What follows belongs to an exercise in optimizing a design on an open flow for small area, a short achievable clock period and few clock cycles per item; a production flow would make more cautious choices.
RTL that was checked went through simulation tests only; none was proved equivalent to the original.
No activity file was given, so power comes from the tool's default toggle rates.

==> inputs of v14 <==
==> flow/design.v <==
`timescale 1ns / 1ps
package epsm_pkg;
	localparam int MAX_PAT = 64;
	localparam int LEN_W   = $clog2(MAX_PAT) + 1;
	localparam int IDX_W   = 32;
	localparam int SYM_W   = 8;
	localparam logic [LEN_W-1:0] LEN_MAX = LEN_W'(MAX_PAT);
	localparam logic [1:0] FUNC_START  = 2'd0;
	localparam logic [1:0] FUNC_APPEND = 2'd1;
	localparam logic [1:0] FUNC_TEXT   = 2'd2;
	localparam logic [1:0] FUNC_NONE   = 2'd3;
endpackage
`timescale 1ns / 1ps
module exact_pattern_stream_matcher (
	input  logic                       clk,
	input  logic                       arst_n,
	input  logic                       in_valid,
	output logic                       in_stall,
	input  logic [1:0]                 func,
	input  logic [epsm_pkg::SYM_W-1:0] symbol,
	output logic                       out_valid,
	input  logic                       out_stall,
	output logic [epsm_pkg::IDX_W-1:0] match_start,
	output logic                       pattern_overflow
);
	localparam int N  = epsm_pkg::MAX_PAT;
	localparam int LW = epsm_pkg::LEN_W;
	localparam int PW = LW - 1;
	localparam int SW = epsm_pkg::SYM_W;
	localparam int IW = epsm_pkg::IDX_W;
	logic          in_stall_q;
	logic          ir_v;
	logic [1:0]    ir_f;
	logic [SW-1:0] ir_s;
	logic [SW-1:0] csym_q;     
	logic          gt_q;       
	logic          rc_q;       
	logic          gs_q;       
	logic          gw_q;       
	logic          gf_q;       
	logic          gv_q;       
	logic [PW-1:0] cyc_q;      
	logic [PW-1:0] zz_q;       
	logic [PW-1:0] sm_q;       
	logic [LW-1:0] len_q;
	logic [LW-1:0] fill_q;     
	logic [PW-1:0] tp_q;       
	logic          ovf_q;
	logic [IW-1:0] sc_q;       
	logic [SW-1:0] pat_q [N];
	logic [SW-1:0] txt_q [N];
	logic [N-1:0]  d_q;
	logic          v0, v1, block_q;
	logic [IW-1:0] st0, st1;
	logic          ov0, ov1;
	logic len0, len_full, fill0;
	assign len0     = (len_q == '0);
	assign len_full = (len_q == epsm_pkg::LEN_MAX);
	assign fill0    = (fill_q == '0);
	logic [N-1:0] oh_zz, oh_sm;
	always_comb begin
		for (int s = 0; s < N; s++) begin
			oh_zz[s] = (zz_q == PW'(s));
			oh_sm[s] = (sm_q == PW'(s));
		end
	end
	logic         consume;
	logic [N-1:0] eq, d_step;
	assign consume = gt_q || rc_q;
	always_comb begin
		for (int s = 0; s < N; s++) begin
			eq[s] = (pat_q[s] == csym_q);
		end
		for (int s = 0; s < N; s++) begin
			d_step[s] = (d_q[s] || oh_zz[s]) && eq[(s + N - 1) % N];
		end
	end
	logic hit;
	assign hit = gt_q && !len0 && |(d_step & oh_sm);
	logic [PW-1:0] cyc_d, zz_d, sm_d, tp_d;
	logic [LW-1:0] len_d, fill_d;
	logic [IW-1:0] sc_inc, sc_dec;
	assign cyc_d = cyc_q + PW'(1);
	assign zz_d  = gf_q ? PW'(1) : zz_q + PW'(1);
	assign sm_d  = gf_q ? PW'(1) : (gw_q ? sm_q : sm_q + PW'(1));
	assign tp_d  = gt_q ? cyc_d : tp_q;
	assign len_d = gs_q ? LW'(1) : (gw_q ? len_q + LW'(1) : len_q);
	assign fill_d = gs_q ? '0 : ((gt_q && !fill_q[LW-1]) ? fill_q + LW'(1) : fill_q);
	always_comb begin
		for (int i = 0; i < IW; i++) begin
			sc_inc[i] = sc_q[i] ^ (&(sc_q | ~IW'((64'd1 << i) - 1)));
			sc_dec[i] = sc_q[i] ^ ~(|(sc_q & IW'((64'd1 << i) - 1)));
		end
	end
	logic pop, v0_d, v1_d, block_d;
	assign pop     = v0 && !out_stall;
	assign v0_d    = v1 || hit || (v0 && !pop);
	assign v1_d    = v1 ? !pop : (v0 && !pop && hit);
	assign block_d = (v1 && !pop) || (v1 && gt_q) || (v0 && !pop && gt_q);
	logic          irv_d;
	logic [1:0]    irf_d;
	logic [SW-1:0] irs_d;
	assign irv_d = in_stall_q ? ir_v : in_valid;
	assign irf_d = in_stall_q ? ir_f : func;
	assign irs_d = in_stall_q ? ir_s : symbol;
	logic n_text, n_app, n_start;
	assign n_text  = irv_d && (irf_d == epsm_pkg::FUNC_TEXT);
	assign n_app   = irv_d && (irf_d == epsm_pkg::FUNC_APPEND);
	assign n_start = irv_d && (irf_d == epsm_pkg::FUNC_START);
	logic app_ok_d, len0_d, lenf_d, txt_ok_d, rp_start_d, rc_d, gt_d, ga_d, wait_d;
	logic [PW-1:0] rlen;
	assign len0_d   = (len_d == '0);
	assign lenf_d   = (len_d == epsm_pkg::LEN_MAX);
	assign app_ok_d = len0_d || lenf_d || (sm_d == PW'(1));
	assign txt_ok_d = gs_q || (fill0 && !gt_q) || gt_q || (rc_q && (cyc_d == tp_q));
	assign rlen     = fill_q[LW-1] ? PW'(N - 1) : fill_q[PW-1:0];
	assign rp_start_d = (cyc_d == PW'(tp_q - rlen));
	assign rc_d     = n_text && !txt_ok_d && (rp_start_d || (rc_q && (cyc_d != tp_q)));
	assign gt_d     = n_text && txt_ok_d && !block_d;
	assign ga_d     = n_app && app_ok_d;
	assign wait_d   = (n_text && !gt_d) || (n_app && !app_ok_d);
	always_ff @(posedge clk or negedge arst_n) begin
		if (!arst_n) begin
			in_stall_q <= 1'b0;
			ir_v       <= 1'b0;
			gt_q       <= 1'b0;
			rc_q       <= 1'b0;
			gs_q       <= 1'b0;
			gw_q       <= 1'b0;
			gf_q       <= 1'b0;
			gv_q       <= 1'b0;
			cyc_q      <= '0;
			zz_q       <= '0;
			sm_q       <= '0;
			len_q      <= '0;
			fill_q     <= '0;
			tp_q       <= '0;
			ovf_q      <= 1'b0;
			sc_q       <= IW'(1);
			v0         <= 1'b0;
			v1         <= 1'b0;
			block_q    <= 1'b0;
		end else begin
			in_stall_q <= wait_d;
			ir_v       <= irv_d;
			gt_q       <= gt_d;
			rc_q       <= rc_d;
			gs_q       <= n_start;
			gw_q       <= n_start || (ga_d && !lenf_d);
			gf_q       <= n_start || (ga_d && len0_d);
			gv_q       <= ga_d && lenf_d;
			cyc_q      <= cyc_d;
			zz_q       <= zz_d;
			sm_q       <= sm_d;
			len_q      <= len_d;
			fill_q     <= fill_d;
			tp_q       <= tp_d;
			v0         <= v0_d;
			v1         <= v1_d;
			block_q    <= block_d;
			if (gs_q) begin
				ovf_q <= 1'b0;
				sc_q  <= '0;
			end else if (gv_q) begin
				ovf_q <= 1'b1;
			end else if (gw_q) begin
				sc_q <= sc_dec;
			end else if (gt_q) begin
				sc_q <= sc_inc;
			end
		end
	end
	always_ff @(posedge clk) begin
		ir_f   <= irf_d;
		ir_s   <= irs_d;
		csym_q <= rc_d ? txt_q[N-2] : irs_d;
	end
	always_ff @(posedge clk) begin
		for (int s = 1; s < N; s++) begin
			pat_q[s] <= pat_q[s-1];
			txt_q[s] <= txt_q[s-1];
		end
		pat_q[0] <= gw_q ? ir_s : pat_q[N-1];
		txt_q[0] <= gt_q ? ir_s : txt_q[N-1];
	end
	always_ff @(posedge clk) begin
		d_q <= consume ? d_step : '0;
	end
	always_ff @(posedge clk) begin
		if (!v0 || pop) begin
			st0 <= v1 ? st1 : sc_q;
			ov0 <= v1 ? ov1 : ovf_q;
		end
		if (!v1) begin
			st1 <= sc_q;
			ov1 <= ovf_q;
		end
	end
	assign in_stall         = in_stall_q;
	assign out_valid        = v0;
	assign match_start      = st0;
	assign pattern_overflow = ov0;
endmodule
==> flow/run.sh <==
#!/bin/bash
# synth_recipe.tcl (not shown) runs the flow's synth.tcl, then flattens the netlist and writes it again
# the make line also repeats each setting of config.mk as NAME=value (left out here)
make -C /OpenROAD-flow-scripts/flow DESIGN_CONFIG=/design/flow/config.mk WORK_HOME=/design/flow/orfs CLKGATE_MAP_FILE= SYNTH_SCRIPT=/design/flow/synth_recipe.tcl finish
==> flow/config.mk <==
export PLATFORM = sky130hd
export DESIGN_NAME = exact_pattern_stream_matcher
export DESIGN_NICKNAME = exact_pattern_stream_matcher
export VERILOG_FILES = /design/flow/design.v
export SDC_FILE = /design/flow/constraint.sdc
export NUM_CORES = 4
export LEC_CHECK = 0
export ABC_CLOCK_PERIOD_IN_PS = 2000
export CAP_MARGIN = 20
export CORE_MARGIN = 2
export CORE_UTILIZATION = 40
export SETUP_SLACK_MARGIN = 2.8
export SLEW_MARGIN = 20
==> flow/constraint.sdc <==
create_clock -name core_clock -period 5.0 [get_ports {clk}]
set_input_delay 1.0000 -clock core_clock [delete_from_list [all_inputs] [get_ports {clk}]]
set_output_delay 1.0000 -clock core_clock [all_outputs]
set_load 0.01 [all_outputs]
==> inputs of v23, as changes to v14 <==
--- a/flow/design.v
+++ b/flow/design.v
@@ -41,2 +41,8 @@
 	logic          gv_q;       
+	logic          xr_q;       
+	logic          yr_q;       
+	logic [SW-1:0] plast_q;    
+	logic          len1_q;     
+	logic          fill0_q;    
+	logic          tok_q;      
 	logic [PW-1:0] cyc_q;      
@@ -55,6 +61,5 @@
 	logic          ov0, ov1;
-	logic len0, len_full, fill0;
+	logic len0, len_full;
 	assign len0     = (len_q == '0);
 	assign len_full = (len_q == epsm_pkg::LEN_MAX);
-	assign fill0    = (fill_q == '0);
 	logic [N-1:0] oh_zz, oh_sm;
@@ -78,3 +83,3 @@
 	logic hit;
-	assign hit = gt_q && !len0 && |(d_step & oh_sm);
+	assign hit = gt_q && !len0 && (len1_q || |(d_q & oh_sm)) && (plast_q == csym_q);
 	logic [PW-1:0] cyc_d, zz_d, sm_d, tp_d;
@@ -88,8 +93,25 @@
 	assign fill_d = gs_q ? '0 : ((gt_q && !fill_q[LW-1]) ? fill_q + LW'(1) : fill_q);
-	always_comb begin
-		for (int i = 0; i < IW; i++) begin
-			sc_inc[i] = sc_q[i] ^ (&(sc_q | ~IW'((64'd1 << i) - 1)));
-			sc_dec[i] = sc_q[i] ^ ~(|(sc_q & IW'((64'd1 << i) - 1)));
-		end
-	end
+	logic [IW/4-1:0] g1, g0, gc1, gc0;
+	logic [IW-1:0]   c1, c0;
+	for (genvar j = 0; j < IW / 4; j++) begin : g_grp
+		assign g1[j] = &sc_q[4*j +: 4];
+		assign g0[j] = ~|sc_q[4*j +: 4];
+		if (j == 0) begin : g_first
+			assign gc1[j] = 1'b1;
+			assign gc0[j] = 1'b1;
+		end else begin : g_rest
+			assign gc1[j] = &g1[j-1:0];
+			assign gc0[j] = &g0[j-1:0];
+		end
+		assign c1[4*j]   = gc1[j];
+		assign c0[4*j]   = gc0[j];
+		assign c1[4*j+1] = gc1[j] & sc_q[4*j];
+		assign c0[4*j+1] = gc0[j] & ~sc_q[4*j];
+		assign c1[4*j+2] = gc1[j] & sc_q[4*j] & sc_q[4*j+1];
+		assign c0[4*j+2] = gc0[j] & ~sc_q[4*j] & ~sc_q[4*j+1];
+		assign c1[4*j+3] = gc1[j] & sc_q[4*j] & sc_q[4*j+1] & sc_q[4*j+2];
+		assign c0[4*j+3] = gc0[j] & ~sc_q[4*j] & ~sc_q[4*j+1] & ~sc_q[4*j+2];
+	end
+	assign sc_inc = sc_q ^ c1;
+	assign sc_dec = sc_q ^ c0;
 	logic pop, v0_d, v1_d, block_d;
@@ -109,3 +131,3 @@
 	assign n_start = irv_d && (irf_d == epsm_pkg::FUNC_START);
-	logic app_ok_d, len0_d, lenf_d, txt_ok_d, rp_start_d, rc_d, gt_d, ga_d, wait_d;
+	logic app_ok_d, len0_d, lenf_d, txt_ok_d, rc_d, gt_d, ga_d, wait_d;
 	logic [PW-1:0] rlen;
@@ -114,6 +136,11 @@
 	assign app_ok_d = len0_d || lenf_d || (sm_d == PW'(1));
-	assign txt_ok_d = gs_q || (fill0 && !gt_q) || gt_q || (rc_q && (cyc_d == tp_q));
-	assign rlen     = fill_q[LW-1] ? PW'(N - 1) : fill_q[PW-1:0];
-	assign rp_start_d = (cyc_d == PW'(tp_q - rlen));
-	assign rc_d     = n_text && !txt_ok_d && (rp_start_d || (rc_q && (cyc_d != tp_q)));
+	assign txt_ok_d = tok_q;
+	assign rc_d     = n_text && !txt_ok_d && (xr_q || (rc_q && !yr_q));
+	logic xr_d, yr_d;
+	assign rlen = fill_q[LW-1] ? PW'(N - 1) : fill_q[PW-1:0];
+	assign xr_d = !gt_q && !gs_q && (PW'(cyc_q + PW'(2)) == PW'(tp_q - rlen));
+	assign yr_d = !gt_q && (PW'(cyc_q + PW'(2)) == tp_q);
+	logic fill0_d, tok_d;
+	assign fill0_d = gs_q || (fill0_q && !gt_q);
+	assign tok_d   = n_start || (fill0_d && !gt_d) || gt_d || (rc_d && yr_d);
 	assign gt_d     = n_text && txt_ok_d && !block_d;
@@ -131,2 +158,7 @@
 			gv_q       <= 1'b0;
+			xr_q       <= 1'b0;
+			yr_q       <= 1'b0;
+			len1_q     <= 1'b0;
+			fill0_q    <= 1'b1;
+			tok_q      <= 1'b1;
 			cyc_q      <= '0;
@@ -151,2 +183,7 @@
 			gv_q       <= ga_d && lenf_d;
+			xr_q       <= xr_d;
+			yr_q       <= yr_d;
+			len1_q     <= (len_d == LW'(1));
+			fill0_q    <= fill0_d;
+			tok_q      <= tok_d;
 			cyc_q      <= cyc_d;
@@ -176,2 +213,5 @@
 		csym_q <= rc_d ? txt_q[N-2] : irs_d;
+		if (gw_q) begin
+			plast_q <= ir_s;
+		end
 	end
--- a/flow/config.mk
+++ b/flow/config.mk
@@ -7,7 +7,9 @@
 export LEC_CHECK = 0
-export ABC_CLOCK_PERIOD_IN_PS = 2000
 export CAP_MARGIN = 20
 export CORE_MARGIN = 2
-export CORE_UTILIZATION = 40
-export SETUP_SLACK_MARGIN = 2.8
+export CORE_UTILIZATION = 70
+export CTS_CLUSTER_DIAMETER = 70
+export CTS_CLUSTER_SIZE = 28
+export PLACE_DENSITY = 0.8
+export SETUP_SLACK_MARGIN = 2.85
 export SLEW_MARGIN = 20
==> summary of the runs <==
Between v23 and v14, the lower setup slack is in v14 (gap 430 ps). Between v14 and v23, the lower wire length is in v14 (gap about 8%, measured against v23). In v23 the clock power is smaller than in v14, by 45%. Clock skew: v14 is higher than v23 (30 ps). Between v23 and v14, the lower first-iteration DRC count is in v14 (gap 28%, measured against v14). Between v23 and v14, the lower cell count is in v23 (gap about 15%, measured against v14).
==> figures <==
quantity                                                            v23         v14
Combined global-route utilization of all metal layers            0.2937      0.1603
Maximum clock rate                                           0.4466 GHz  0.3747 GHz
CTS H-tree depth                                                      2           3
Layout clock buffer count                                            63         166
Worst-case reg-to-reg path depth                                      6          10
Area share of buffers outside the clock network                 0.02880     0.03395
FF-to-FF setup slack                                            2770 ps     2330 ps
Crit path setup slack, layout                                   2761 ps     2331 ps
Async set-or-reset flop fraction in the synthesized netlist     0.06793     0.06464
Global-route wire length before repair                        121000 um   116900 um
Proportion of synthesized area in mux cells                     0.02545     0.02105
Clock transition at the registers of the reported paths          130 ps       60 ps
Result of the run                      no timing/DRC/antenna violations  no timing/DRC/antenna violations
Testbench counts of v23, summed over its fixed seeds: cycles 23,488, items 23,488.
Only the layout flow was run in v14; the RTL was not checked for function there.

==> port drivers added, routing unchanged <==
The results above use ideal ports. As a check the final layouts listed here were re-extracted and re-timed, cells and wires unchanged. Step 1 (the two cells are an assumption about what drives the block):
set clk [get_ports {clk}]
set_driving_cell -lib_cell sky130_fd_sc_hd__clkbuf_16 $clk
set_driving_cell -lib_cell sky130_fd_sc_hd__buf_2 [delete_from_list [all_inputs] $clk]
Step 2 adds t to the input delays and takes it off the output delays; t is the mean of the earliest and latest rising clock arrival at the registers after step 1. Input paths then give back, and output paths get back, about the clock's delay inside the block. Slacks: no drivers / after step 1 / after step 2; pairs: no drivers / after step 1.
| run | t, ns | slack for setup (ns) | worst setup path at the end | worst data-port slew with drivers (ns) |
|---|---|---|---|---|
| v14 | 0.740 | 2.331 / 2.331 / 2.037 | input to register | 0.04 |
| v23 | 0.716 | 2.761 / 2.697 / 2.273 | input to register | 0.04 |
After both steps every run listed still meets setup and hold. For v23, which loses most, drivers alone change the setup slack by -0.064 ns; drivers and shift together by -0.488 ns.
